Source: an optimization exercise on an open RTL-to-GDS flow (aim: small area and few clock cycles). Production flows keep margins and buffers that such runs may drop. The RTL was checked by simulation tests, not by an equivalence proof against the original design.

===== flow/run.sh =====
#!/bin/bash
# synth_recipe.tcl (not shown) runs the flow's synth.tcl, then flattens the netlist and writes it again
# the make line also repeats each setting of config.mk as NAME=value (left out here)
make -C /OpenROAD-flow-scripts/flow DESIGN_CONFIG=/design/flow/config.mk WORK_HOME=/design/flow/orfs CLKGATE_MAP_FILE= SYNTH_SCRIPT=/design/flow/synth_recipe.tcl finish

===== flow/constraint.sdc =====
create_clock -name core_clock -period 10.0 [get_ports {i_clk}]
set_input_delay 2.0000 -clock core_clock [delete_from_list [all_inputs] [get_ports {i_clk}]]
set_output_delay 2.0000 -clock core_clock [all_outputs]
set_load 0.01 [all_outputs]

===== flow/design.v =====
package lps_pkg;
    localparam int LedCount   = 9;
    localparam int PatternTop = 12;
    localparam logic [2:0] SP_100 = 3'd0;
    localparam logic [2:0] SP_1   = 3'd1;
    localparam logic [2:0] SP_2   = 3'd2;
    localparam logic [2:0] SP_3   = 3'd3;
    localparam logic [2:0] SP_20  = 3'd4;
    localparam logic [2:0] SP_0   = 3'd5;
    function automatic logic [31:0] xorshift(input logic [31:0] x);
        logic [31:0] y;
        y = x ^ (x << 13);
        y = y ^ (y >> 17);
        y = y ^ (y << 5);
        xorshift = y;
    endfunction
    function automatic logic [23:0] palette(input logic [3:0] idx);
        logic [23:0] c;
        case (idx)
            4'd0:    c = {8'd255, 8'd0,   8'd0};
            4'd1:    c = {8'd255, 8'd127, 8'd0};
            4'd2:    c = {8'd255, 8'd130, 8'd0};
            4'd3:    c = {8'd0,   8'd255, 8'd0};
            4'd4:    c = {8'd0,   8'd0,   8'd255};
            4'd5:    c = {8'd75,  8'd0,   8'd130};
            4'd6:    c = {8'd148, 8'd0,   8'd211};
            4'd7:    c = {8'd255, 8'd255, 8'd255};
            4'd8:    c = {8'd255, 8'd20,  8'd147};
            default: c = 24'd0;
        endcase
        palette = c;
    endfunction
    function automatic logic [3:0] mod10(input logic [31:0] x);
        logic [6:0] s;
        logic [4:0] t;
        logic [2:0] m5;
        s = 7'(x[3:0]) + 7'(x[7:4]) + 7'(x[11:8]) + 7'(x[15:12])
          + 7'(x[19:16]) + 7'(x[23:20]) + 7'(x[27:24]) + 7'(x[31:28]);
        t = 5'(s[3:0]) + 5'(s[6:4]);
        case (t)
            5'd0, 5'd5, 5'd10, 5'd15, 5'd20: m5 = 3'd0;
            5'd1, 5'd6, 5'd11, 5'd16, 5'd21: m5 = 3'd1;
            5'd2, 5'd7, 5'd12, 5'd17, 5'd22: m5 = 3'd2;
            5'd3, 5'd8, 5'd13, 5'd18:        m5 = 3'd3;
            default:                          m5 = 3'd4;
        endcase
        mod10 = (m5[0] == x[0]) ? {1'b0, m5} : {1'b0, m5} + 4'd5;
    endfunction
    function automatic logic [3:0] mod13(input logic [31:0] x);
        logic [8:0] p, n, t;
        p = 9'(x[5:0]) + 9'(x[17:12]) + 9'(x[29:24]);
        n = 9'(x[11:6]) + 9'(x[23:18]) + 9'(x[31:30]);
        t = p + 9'd130 - n;
        for (int k = 4; k >= 0; k--) begin
            if (t >= (9'd13 << k)) t = t - (9'd13 << k);
        end
        mod13 = t[3:0];
    endfunction
    function automatic logic [3:0] mod9(input logic [7:0] c);
        logic [4:0] t;
        t = 5'(c[2:0]) + 5'(c[7:6]) + 5'd9 - 5'(c[5:3]);
        if (t >= 5'd18)     t = t - 5'd18;
        else if (t >= 5'd9) t = t - 5'd9;
        mod9 = t[3:0];
    endfunction
    function automatic logic [3:0] next_pattern(input logic [3:0] p0, input logic [3:0] um);
        logic [4:0] p;
        p = {1'b0, p0} + 5'd1;
        for (int k = 0; k < 4; k++) begin
            if (p >= 5'd9 && p <= 5'd12 && !um[2'(p - 5'd9)]) p = p + 5'd1;
        end
        if (p > 5'(PatternTop)) p = '0;
        next_pattern = p[3:0];
    endfunction
endpackage
module lps_ctrl
(
    input  logic       i_clk,
    input  logic       i_rst_n,
    input  logic       i_start,
    input  logic [7:0] i_g,
    input  logic [6:0] i_lvl,
    output logic [7:0] o_q,
    output logic       o_valid
);
    logic [7:0] r_q;
    logic [6:0] r_r;
    logic [2:0] r_n;
    logic [8:0] w_t, w_t2;
    logic [2:0] w_k;
    assign o_q     = r_q;
    assign o_valid = (r_n == 3'd7);
    always_comb begin
        w_t = {1'b0, r_r, 1'b0} + (i_lvl[3'd6 - r_n] ? {1'b0, i_g} : 9'd0);
        if (w_t >= 9'd400)      begin w_k = 3'd4; w_t2 = w_t - 9'd400; end
        else if (w_t >= 9'd300) begin w_k = 3'd3; w_t2 = w_t - 9'd300; end
        else if (w_t >= 9'd200) begin w_k = 3'd2; w_t2 = w_t - 9'd200; end
        else if (w_t >= 9'd100) begin w_k = 3'd1; w_t2 = w_t - 9'd100; end
        else                    begin w_k = 3'd0; w_t2 = w_t; end
    end
    always_ff @(posedge i_clk) begin
        if (!i_rst_n || i_start) begin
            r_q <= '0;
            r_r <= '0;
            r_n <= '0;
        end else if (r_n != 3'd7) begin
            r_q <= {r_q[6:0], 1'b0} + {5'd0, w_k};
            r_r <= w_t2[6:0];
            r_n <= r_n + 3'd1;
        end
    end
endmodule
module lps_dp
(
    input  logic [3:0]  i_pat,
    input  logic [7:0]  i_arg,      
    input  logic [3:0]  i_arg2,     
    input  logic [3:0]  i_pix,
    input  logic [23:0] i_base,
    input  logic [23:0] i_rnd,      
    output logic [23:0] o_rgb
);
    logic [7:0]  w_w, w_u, w_k;
    logic [23:0] w_wheel;
    logic [4:0]  w_pi;
    logic        w_on;
    always_comb begin
        w_w = (i_arg == 8'd255) ? 8'd0 : i_arg;
        if (w_w < 8'd85)       w_u = w_w;
        else if (w_w < 8'd170) w_u = w_w - 8'd85;
        else                   w_u = w_w - 8'd170;
        w_k = w_u + {w_u[6:0], 1'b0};
        if (w_w < 8'd85)       w_wheel = {w_k, 8'd255 - w_k, 8'd0};
        else if (w_w < 8'd170) w_wheel = {8'd255 - w_k, 8'd0, w_k};
        else                   w_wheel = {8'd0, w_k, 8'd255 - w_k};
    end
    always_comb begin
        w_pi = {1'b0, i_pix} + {1'b0, i_arg[3:0]};
        if (w_pi >= 5'd9) w_pi = w_pi - 5'd9;
        w_on = 1'b0;
        case (i_pat)
            4'd1, 4'd2: w_on = (i_arg == {4'd0, i_pix});
            4'd3:       w_on = (i_arg == 8'd0);
            4'd4, 4'd8: w_on = 1'b1;
            4'd5:       w_on = (i_arg[3:0] == i_pix) || (i_arg2 == i_pix);
            4'd6:       w_on = (i_arg < 8'd4) && (i_arg[3:0] == i_pix || i_arg[3:0] == 4'd8 - i_pix);
            4'd7:       w_on = ((i_arg != 8'd0) == !i_pix[0]);
            default:    w_on = 1'b0;
        endcase
        case (i_pat)
            4'd9:    o_rgb = lps_pkg::palette(w_pi[3:0]);
            4'd10:   o_rgb = i_rnd;
            4'd11:   o_rgb = w_wheel;
            4'd12:   o_rgb = lps_pkg::palette(i_arg[3:0]);
            default: o_rgb = w_on ? i_base : 24'd0;
        endcase
    end
endmodule
module led_pattern_sequencer
(
    input  logic        i_clk,
    input  logic        i_rst_n,
    input  logic        i_cfg_we,
    input  logic [2:0]  i_cfg_idx,
    input  logic [31:0] i_cfg_data,
    input  logic        i_in_valid,
    output logic        o_in_stall,
    input  logic [1:0]  i_kind,
    input  logic [31:0] i_now_ms,
    input  logic [3:0]  i_pattern_id,
    output logic        o_out_valid,
    input  logic        i_out_stall,
    output logic [3:0]  o_pixel_index,
    output logic [7:0]  o_red,
    output logic [7:0]  o_green,
    output logic [7:0]  o_blue,
    output logic [7:0]  o_brightness,
    output logic [3:0]  o_pattern_shown,
    output logic        o_last
);
    logic [7:0]  r_base_r, r_base_g, r_base_b, r_gbri;
    logic [15:0] r_frame_int;
    logic [31:0] r_rot_int;
    logic [3:0]  r_unlock;
    logic [31:0] r_rng;
    logic [3:0]  r_pattern;
    logic [7:0]  r_c;
    logic [2:0]  r_speed;
    logic [31:0] r_last_frame, r_last_rot;
    logic        r_ca, r_hold, r_rel;
    logic [3:0]  r_rel_cnt;
    logic [7:0]  r_strip;
    logic        r_ov;
    logic [3:0]  r_pix;
    logic [3:0]  r_opat;
    logic [7:0]  r_oarg;
    logic [3:0]  r_oarg2;
    logic [7:0]  r_obri;
    logic [31:0] w_x1, w_x2, w_x3;
    logic [3:0]  w_m10a, w_m10b;
    logic [22:0] w_t1, w_t2, w_t3, w_period;
    logic [31:0] w_dfr, w_drot;
    logic        w_due, w_rot_time, w_rot;
    logic        w_take, w_out_free, w_p10_busy, w_ok, w_acc;
    logic        w_tick, w_frame, w_cfg;
    logic [7:0]  w_bq;
    logic        w_bvalid, w_bstart;
    logic [6:0]  w_lvl;
    logic [7:0]  n_c, n_arg;
    logic        n_ca;
    logic [2:0]  n_speed;
    logic [23:0] w_rgb;
    assign w_x1   = lps_pkg::xorshift(r_rng);
    assign w_x2   = lps_pkg::xorshift(w_x1);
    assign w_x3   = lps_pkg::xorshift(w_x2);
    assign w_m10a = lps_pkg::mod10(w_x1);
    assign w_m10b = lps_pkg::mod10(w_x2);
    always_comb begin
        w_t1 = '0;
        w_t2 = '0;
        w_t3 = '0;
        case (r_speed)
            lps_pkg::SP_1:   w_t1 = {7'd0, r_frame_int};
            lps_pkg::SP_2:   w_t2 = {6'd0, r_frame_int, 1'b0};
            lps_pkg::SP_3:   begin w_t1 = {7'd0, r_frame_int}; w_t2 = {6'd0, r_frame_int, 1'b0}; end
            lps_pkg::SP_20:  begin w_t1 = {5'd0, r_frame_int, 2'd0}; w_t2 = {3'd0, r_frame_int, 4'd0}; end
            lps_pkg::SP_100: begin
                w_t1 = {5'd0, r_frame_int, 2'd0};
                w_t2 = {2'd0, r_frame_int, 5'd0};
                w_t3 = {1'd0, r_frame_int, 6'd0};
            end
            default: ;
        endcase
        w_period = w_t1 + w_t2 + w_t3;
    end
    assign w_dfr      = i_now_ms - r_last_frame;
    assign w_drot     = i_now_ms - r_last_rot;
    assign w_due      = (w_dfr[31:23] != 9'd0) || (w_dfr[22:0] >= w_period);
    assign w_rot_time = (w_drot >= r_rot_int);
    assign w_take     = r_ov && !i_out_stall;
    assign w_out_free = !r_ov || (w_take && r_pix == 4'd8);
    assign w_p10_busy = r_ov && (r_opat == 4'd10);
    assign w_tick = (i_kind == 2'd0);
    always_comb begin
        w_ok = 1'b1;
        if (i_kind == 2'd2) w_ok = !w_p10_busy;
        else if (w_tick && w_due) begin
            w_ok = w_out_free;
            if (r_pattern == 4'd8 && !w_bvalid) w_ok = 1'b0;
            if ((r_pattern == 4'd5 || r_pattern == 4'd12) && w_p10_busy) w_ok = 1'b0;
        end
    end
    assign w_acc      = i_in_valid && w_ok;
    assign o_in_stall = i_in_valid && !w_ok;
    assign w_frame    = w_acc && w_tick && w_due;
    assign w_cfg      = i_cfg_we;
    always_comb begin
        n_c     = r_c;
        n_ca    = r_ca;
        n_speed = lps_pkg::SP_100;
        n_arg   = r_c;
        case (r_pattern)
            4'd1: begin
                n_speed = lps_pkg::SP_1;
                n_ca    = (r_c >= 8'd9);
                n_c     = (r_c >= 8'd9) ? 8'd0 : r_c + 8'd1;
            end
            4'd2: begin
                n_speed = lps_pkg::SP_1;
                n_ca    = (r_c == 8'd0);
                n_c     = (r_c == 8'd0) ? 8'd10 : r_c - 8'd1;
            end
            4'd3: begin
                n_speed = lps_pkg::SP_3;
                n_c     = (r_c != 8'd0) ? 8'd0 : 8'd1;
            end
            4'd4: n_speed = lps_pkg::SP_20;
            4'd5: begin
                n_speed = lps_pkg::SP_1;
                n_arg   = {4'd0, w_m10a};
            end
            4'd6: begin
                n_speed = lps_pkg::SP_2;
                if (r_c >= 8'd4) begin
                    n_c  = 8'd0;
                    n_ca = 1'b1;
                end else begin
                    n_c = r_c + 8'd1;
                end
            end
            4'd7: begin
                n_speed = lps_pkg::SP_2;
                n_c     = (r_c != 8'd0) ? 8'd0 : 8'd1;
            end
            4'd8: begin
                n_speed = lps_pkg::SP_0;
                n_ca    = (r_c >= 8'd199);
                n_c     = (r_c >= 8'd199) ? 8'd0 : r_c + 8'd1;
            end
            4'd9: begin
                n_speed = lps_pkg::SP_2;
                n_c     = (r_c >= 8'd9) ? 8'd0 : r_c + 8'd1;
                n_arg   = {4'd0, lps_pkg::mod9(r_c)};
            end
            4'd10: n_speed = lps_pkg::SP_1;
            4'd11: begin
                n_speed = lps_pkg::SP_1;
                n_ca    = (r_c == 8'd255);
                n_c     = r_c + 8'd1;
            end
            4'd12: begin
                n_speed = lps_pkg::SP_2;
                n_c     = {4'd0, w_m10a};
                n_arg   = {4'd0, w_m10a};
            end
            default: ;
        endcase
    end
    assign w_rot = w_acc && w_tick && w_rot_time && (w_due ? n_ca : r_ca);
    assign w_lvl    = (r_c > 8'd200) ? 7'd0 : (r_c > 8'd100) ? 7'(8'd200 - r_c) : r_c[6:0];
    assign w_bstart = w_frame || w_rot || (w_cfg && i_cfg_idx == 3'd3);
    lps_ctrl u_bri (
        .i_clk   (i_clk),
        .i_rst_n (i_rst_n),
        .i_start (w_bstart),
        .i_g     (r_gbri),
        .i_lvl   (w_lvl),
        .o_q     (w_bq),
        .o_valid (w_bvalid)
    );
    always_ff @(posedge i_clk) begin
        if (!i_rst_n) begin
            r_base_r     <= 8'd255;
            r_base_g     <= 8'd255;
            r_base_b     <= 8'd255;
            r_gbri       <= 8'd30;
            r_frame_int  <= 16'd100;
            r_rot_int    <= 32'd10000;
            r_unlock     <= '0;
            r_rng        <= 32'd1;
            r_pattern    <= 4'd1;
            r_c          <= '0;
            r_speed      <= lps_pkg::SP_1;
            r_last_frame <= '0;
            r_last_rot   <= '0;
            r_ca         <= 1'b1;
            r_hold       <= 1'b0;
            r_rel        <= 1'b0;
            r_rel_cnt    <= '0;
            r_strip      <= 8'd30;
            r_ov         <= 1'b0;
        end else begin
            if (w_cfg) begin
                case (i_cfg_idx)
                    3'd0: r_base_r    <= i_cfg_data[7:0];
                    3'd1: r_base_g    <= i_cfg_data[7:0];
                    3'd2: r_base_b    <= i_cfg_data[7:0];
                    3'd3: r_gbri      <= i_cfg_data[7:0];
                    3'd4: r_frame_int <= i_cfg_data[15:0];
                    3'd5: r_rot_int   <= i_cfg_data;
                    3'd6: r_unlock    <= i_cfg_data[3:0];
                    default: r_rng    <= i_cfg_data;
                endcase
            end
            if (w_take) begin
                if (r_pix == 4'd8) r_ov <= 1'b0;
                if (r_opat == 4'd10) r_rng <= w_x3;
            end
            if (w_acc && !w_tick) begin
                r_rel  <= 1'b1;
                r_hold <= (i_kind == 2'd1);
                if (i_kind == 2'd1)
                    r_pattern <= (i_pattern_id > 4'd12) ? 4'd12 : i_pattern_id;
                else if (i_kind == 2'd2) begin
                    r_pattern <= lps_pkg::mod13(w_x1);
                    r_rng     <= w_x1;
                end
            end
            if (w_frame) begin
                r_last_frame <= i_now_ms;
                r_c          <= n_c;
                r_ca         <= n_ca;
                r_speed      <= n_speed;
                if (r_pattern == 4'd8)  r_strip <= w_bq;
                if (r_pattern == 4'd5)  r_rng   <= w_x2;
                if (r_pattern == 4'd12) r_rng   <= w_x1;
                r_ov <= 1'b1;
            end
            if (w_rot) begin
                r_last_rot <= i_now_ms;
                r_strip    <= r_gbri;
                if (!r_hold) begin
                    r_pattern <= lps_pkg::next_pattern(r_pattern, r_unlock);
                    r_c       <= '0;
                end else if (r_rel) begin
                    if (r_rel_cnt >= 4'd10) begin
                        r_rel     <= 1'b0;
                        r_hold    <= 1'b0;
                        r_rel_cnt <= '0;
                    end else begin
                        r_rel_cnt <= r_rel_cnt + 4'd1;
                    end
                end
            end
        end
    end
    always_ff @(posedge i_clk) begin
        if (w_frame) begin
            r_pix   <= '0;
            r_opat  <= r_pattern;
            r_oarg  <= n_arg;
            r_oarg2 <= w_m10b;
            r_obri  <= (r_pattern == 4'd8) ? w_bq : r_strip;
        end else if (w_take) begin
            r_pix <= r_pix + 4'd1;
        end
    end
    lps_dp u_pix (
        .i_pat  (r_opat),
        .i_arg  (r_oarg),
        .i_arg2 (r_oarg2),
        .i_pix  (r_pix),
        .i_base ({r_base_r, r_base_g, r_base_b}),
        .i_rnd  ({w_x1[7:0], w_x2[7:0], w_x3[7:0]}),
        .o_rgb  (w_rgb)
    );
    assign o_out_valid     = r_ov;
    assign o_pixel_index   = r_pix;
    assign o_last          = (r_pix == 4'd8);
    assign o_red           = w_rgb[23:16];
    assign o_green         = w_rgb[15:8];
    assign o_blue          = w_rgb[7:0];
    assign o_brightness    = r_obri;
    assign o_pattern_shown = r_opat;
endmodule

===== flow/config.mk =====
export PLATFORM = sky130hd
export DESIGN_NAME = led_pattern_sequencer
export DESIGN_NICKNAME = led_pattern_sequencer
export VERILOG_FILES = /design/flow/design.v
export SDC_FILE = /design/flow/constraint.sdc
export NUM_CORES = 4
export LEC_CHECK = 0
export CAP_MARGIN = 20
export CORE_MARGIN = 2
export CORE_UTILIZATION = 40
export SLEW_MARGIN = 20

==> flow_metrics.env <==
export IMPL_outcome="no timing/DRC/antenna violations"
export IMPL_cts_sinks=268
export IMPL_start_util_pct=40.5
export IMPL_antenna_found_initial=1
export IMPL_wire_per_inst_um=18.4
export IMPL_clkLatencyLatePin_ns=0.56
export IMPL_grt_pass1_wl_mm=139
export IMPL_start_kind="primary input"
export IMPL_path_max_fanout=3
export IMPL_hold_viol=0
export IMPL_die_w_um=270
export IMPL_row_count=97
export IMPL_slowest_stage="a2111o_1"
export IMPL_drt_iter0_markers=2213
export IMPL_grt_setup_unrepaired="false"
export IMPL_cp_end_kind="primary output"
export IMPL_dr_pass1_iters=7
export IMPL_ant_nets=0
export IMPL_viasPerCell=5.55
export IMPL_post_route_util_pct=45.9
export IMPL_io_pins=121
export IMPL_drive_gt1_share_pct=6.47
export IMPL_cts_tree="done"
export IMPL_die_h_um=270
export IMPL_cp_common_cell="a21o_1"
export IMPL_dpl_instance_area_sq_um=31000
export IMPL_crit_cells=28
export IMPL_syn2layout_area_growth_pct=13.4
export IMPL_io_buffer_count=120
export IMPL_setup_viol=0
export IMPL_syn_inst=3717
export IMPL_max_freq_ghz=0.105
export IMPL_netlist_area_sq_um=28400
export IMPL_fillers=7124
export IMPL_syn_area_per_cell_sq_um=7.64
export IMPL_min_period_ns=9.48
export IMPL_postCtsHoldBufs=0
export IMPL_drc_errors=0
export IMPL_holdPathStages=2
export IMPL_fin_nets=4254
export IMPL_ys_types=97
export IMPL_core_area_sq_um=70100
export IMPL_root_buffer="clkbuf_16"
export IMPL_cts_made_buffers=34
export IMPL_synthFlopType="dfxtp_1"
export IMPL_htree_levels=2
export IMPL_critical_path_class="in2out"
export IMPL_yosys_warnings=3
export IMPL_postSynthRegisterBits=268
export IMPL_drv_slew=0
export IMPL_grt_overflow=0
export IMPL_synthArstFlopShare_pct=0
export IMPL_reg2reg_depth=25
export IMPL_grtUsageTotal_pct=23.3
export IMPL_path_buf_inv=5
export IMPL_slew_headroom_pct=32.2
export IMPL_cts_buffer_depth=3
export IMPL_die_area_sq_um=73200
export IMPL_critPathRequiredTime_ns=8.00
export IMPL_worst_ep_arrival_time_ns=7.48
export IMPL_num_vias=26500
export IMPL_max_cap_violations=0
export IMPL_place_gp_congestion=0.957
export IMPL_wirelength_mm=87.9
export IMPL_final_cell_area_sq_um=32200
export IMPL_synth_edf_count=24
export IMPL_worst_pin_slew_ns=1.01
export IMPL_grt_pass1_vias=24500
export IMPL_finalClockSkew_ns=0.0272
export IMPL_path_delay_family="compound AO/OA/AOI/OAI gates"
export IMPL_critPathMaxStageDelay_ns=0.48
export IMPL_ys_seq_area_share_pct=19.7
export IMPL_hp_class="reg2reg"
export IMPL_hpwl_mm=67.9
export IMPL_fin_crit_sh_pct=94.8
export IMPL_syn_num_nets=4166
export IMPL_grt_max_degree=84
export IMPL_clk_pin_slew_ns=0.06
metal layers:
layer,GRT usage (%),vias up,wire [um]
met5,0,-,0
met3,2.77,119,4970
li1,-,13000,-
met1,33.1,12500,41300
met2,37.3,802,39500
met4,6.35,0,2140
sequential cells by signal, summed over array words and instances, names as in the netlist, 8 cells and up, named ones only:
| signal | cells |
|---|---|
| r_rot_int | 32 |
| r_rng | 32 |
| r_c | 8 |
| r_base_g | 8 |
| u_bri.r_q | 8 |
| r_oarg | 8 |
| r_base_b | 8 |
| r_last_frame | 32 |
| r_gbri | 8 |
| r_last_rot | 32 |
| r_obri | 8 |
| r_frame_int | 16 |
| r_strip | 8 |
| r_base_r | 8 |
timing repair:
action,CTS,global route
pin swaps,0,12
gates resized for setup,6,25
setup endpoints to repair,1,1
cloned,0,0
setup buffers,0,1
path summary, 6_finish.rpt:
check	from	to	slack [ns]
worst max-delay path	i_now_ms[0]	o_in_stall	0.52
worst min-delay path	r_rel	r_rel	0.45
worst max register to register	r_rng[10]	r_oarg2[1]	0.85
worst min register to register	r_rel	r_rel	0.45
synth_stat cells, drive strengths merged (8+ instances only):
cell	instances	area (sq um)
nor2b	43	269
o21a	20	150
nor3	49	262
a22o	10	87.6
dfxtp	244	4880
mux2i	83	831
a22oi	51	383
a21boi	9	67.6
a221oi	13	149
nand4	23	150
inv	370	1390
a2111oi	10	93.8
and2	39	244
and3	25	156
nand2	378	1420
ha	283	3540
nand3b	9	67.6
a31oi	34	213
fa	88	1760
a21oi	322	1630
mux2	8	90.1
a211oi	32	255
o21bai	15	116
or2	10	62.6
edfxtp	24	721
o21ai	179	900
xor2	95	855
buf	16	68.8
a221o	8	80.1
o31ai	15	118
o211ai	56	434
o221ai	12	105
o311ai	11	111
nor3b	18	135
nor4	15	106
nand2b	37	231
nand3	93	465
or3	13	91.3
o22ai	41	257
xnor2	244	2150
a21o	60	450
clkbuf	153	574
nor2	366	1380
cells by family after synthesis:
kind of cell               Yosys count  share of synthesized area, %
AOI/OAI and AO/OA                  970                          22.0
adders and majority gates          373                          18.8
and+or+nand+nor                   1132                          18.2
xor gates and xnor gates           339                          10.6
buffers and inverters              540                          7.17
DFF                                268                          19.7
muxes                               95                          3.56
through the flow:
stage	setup TNS, ns	setup slack (ns)	cells	hold slack (ns)
5_1_grt	0	0.0845	4771	0.475
4_1_cts	0	0.0273	4770	0.447
2_1_floorplan	0	1.45	3717	0.421
6_report	0	0.515	4772	0.447
3_5_place_dp	-0.181	-0.181	4708	0.441
3_3_place_gp	-0.194	-0.194	4708	0.439
cell usage in the layout (no fill, tap or decap), types with 91 or more instances in the layout:
cell             synthesis  layout
o21ai_0                174     169
clkdlybuf4s50_1          0     118
nor2_1                 364     360
nand2_1                378     377
buf_4                    1      94
inv_1                  369     368
dfxtp_1                244     243
a21oi_1                318     309
ha_1                   283     283
nand3_1                 93      91
xor2_1                  92      92
xnor2_1                242     242
worst register-to-register path: stages, from the launching register on:
cell and delay, ns:
dfxtp_1 0.38, xnor2_1 0.61, xor2_1 0.28, xnor2_1 0.74
buf_4 0.29, xnor2_1 0.14, xnor2_1 0.40, buf_4 0.23
xor2_1 0.43, fa_1 0.57, fa_1 0.53, fa_1 0.52
fa_1 0.63, ha_1 0.25, a21o_1 0.17, a21oi_1 0.17
xnor2_1 0.20, ha_1 0.28, a21o_1 0.17, a21oi_1 0.35
xor2_1 0.46, o211ai_1 0.16, a31oi_1 0.27, inv_1 0.13
ha_1 0.28, mux2_2 0.26
cell type report:
class	instances	area [sq um]	share of cell area [%]
Timing Repair Buffer	221	2020	6.27
Clock inverter	16	165	0.513
Sequential cell	268	5610	17.4
Tap cell	940	1180	3.65
Antenna cell	1	2.50	0.00777
Inverter	371	1400	4.33
Clock buffer	46	957	2.97
Multi-Input combinational cell	2909	20900	64.8
Testbench counts, summed over its fixed seeds: cycles 33,652.

[afterwards: timing with drivers on the ports]
The flow's constraints put no driver on any port. The routed layout listed below was extracted and timed again, unchanged, in two steps.
Step 1: set_driving_cell puts a clkbuf_16 on i_clk and a buf_2 on each other input, an assumption about the parent block.
Step 2 also shifts input and output timing later by t, the mid clock arrival at the registers, as if the neighbouring blocks saw the same clock.
a / b / c = ideal ports / drivers / drivers and shift; a / b = the first two.
t (ns): 0.610
setup slack, ns: 0.515 / 0.486 / 0.263
latest minus earliest clock arrival (ns): 0.028 / 0.028
After both steps setup and hold are still met in this run. The setup slack of this run moves by -0.029 ns with the drivers and by -0.252 ns with both steps.
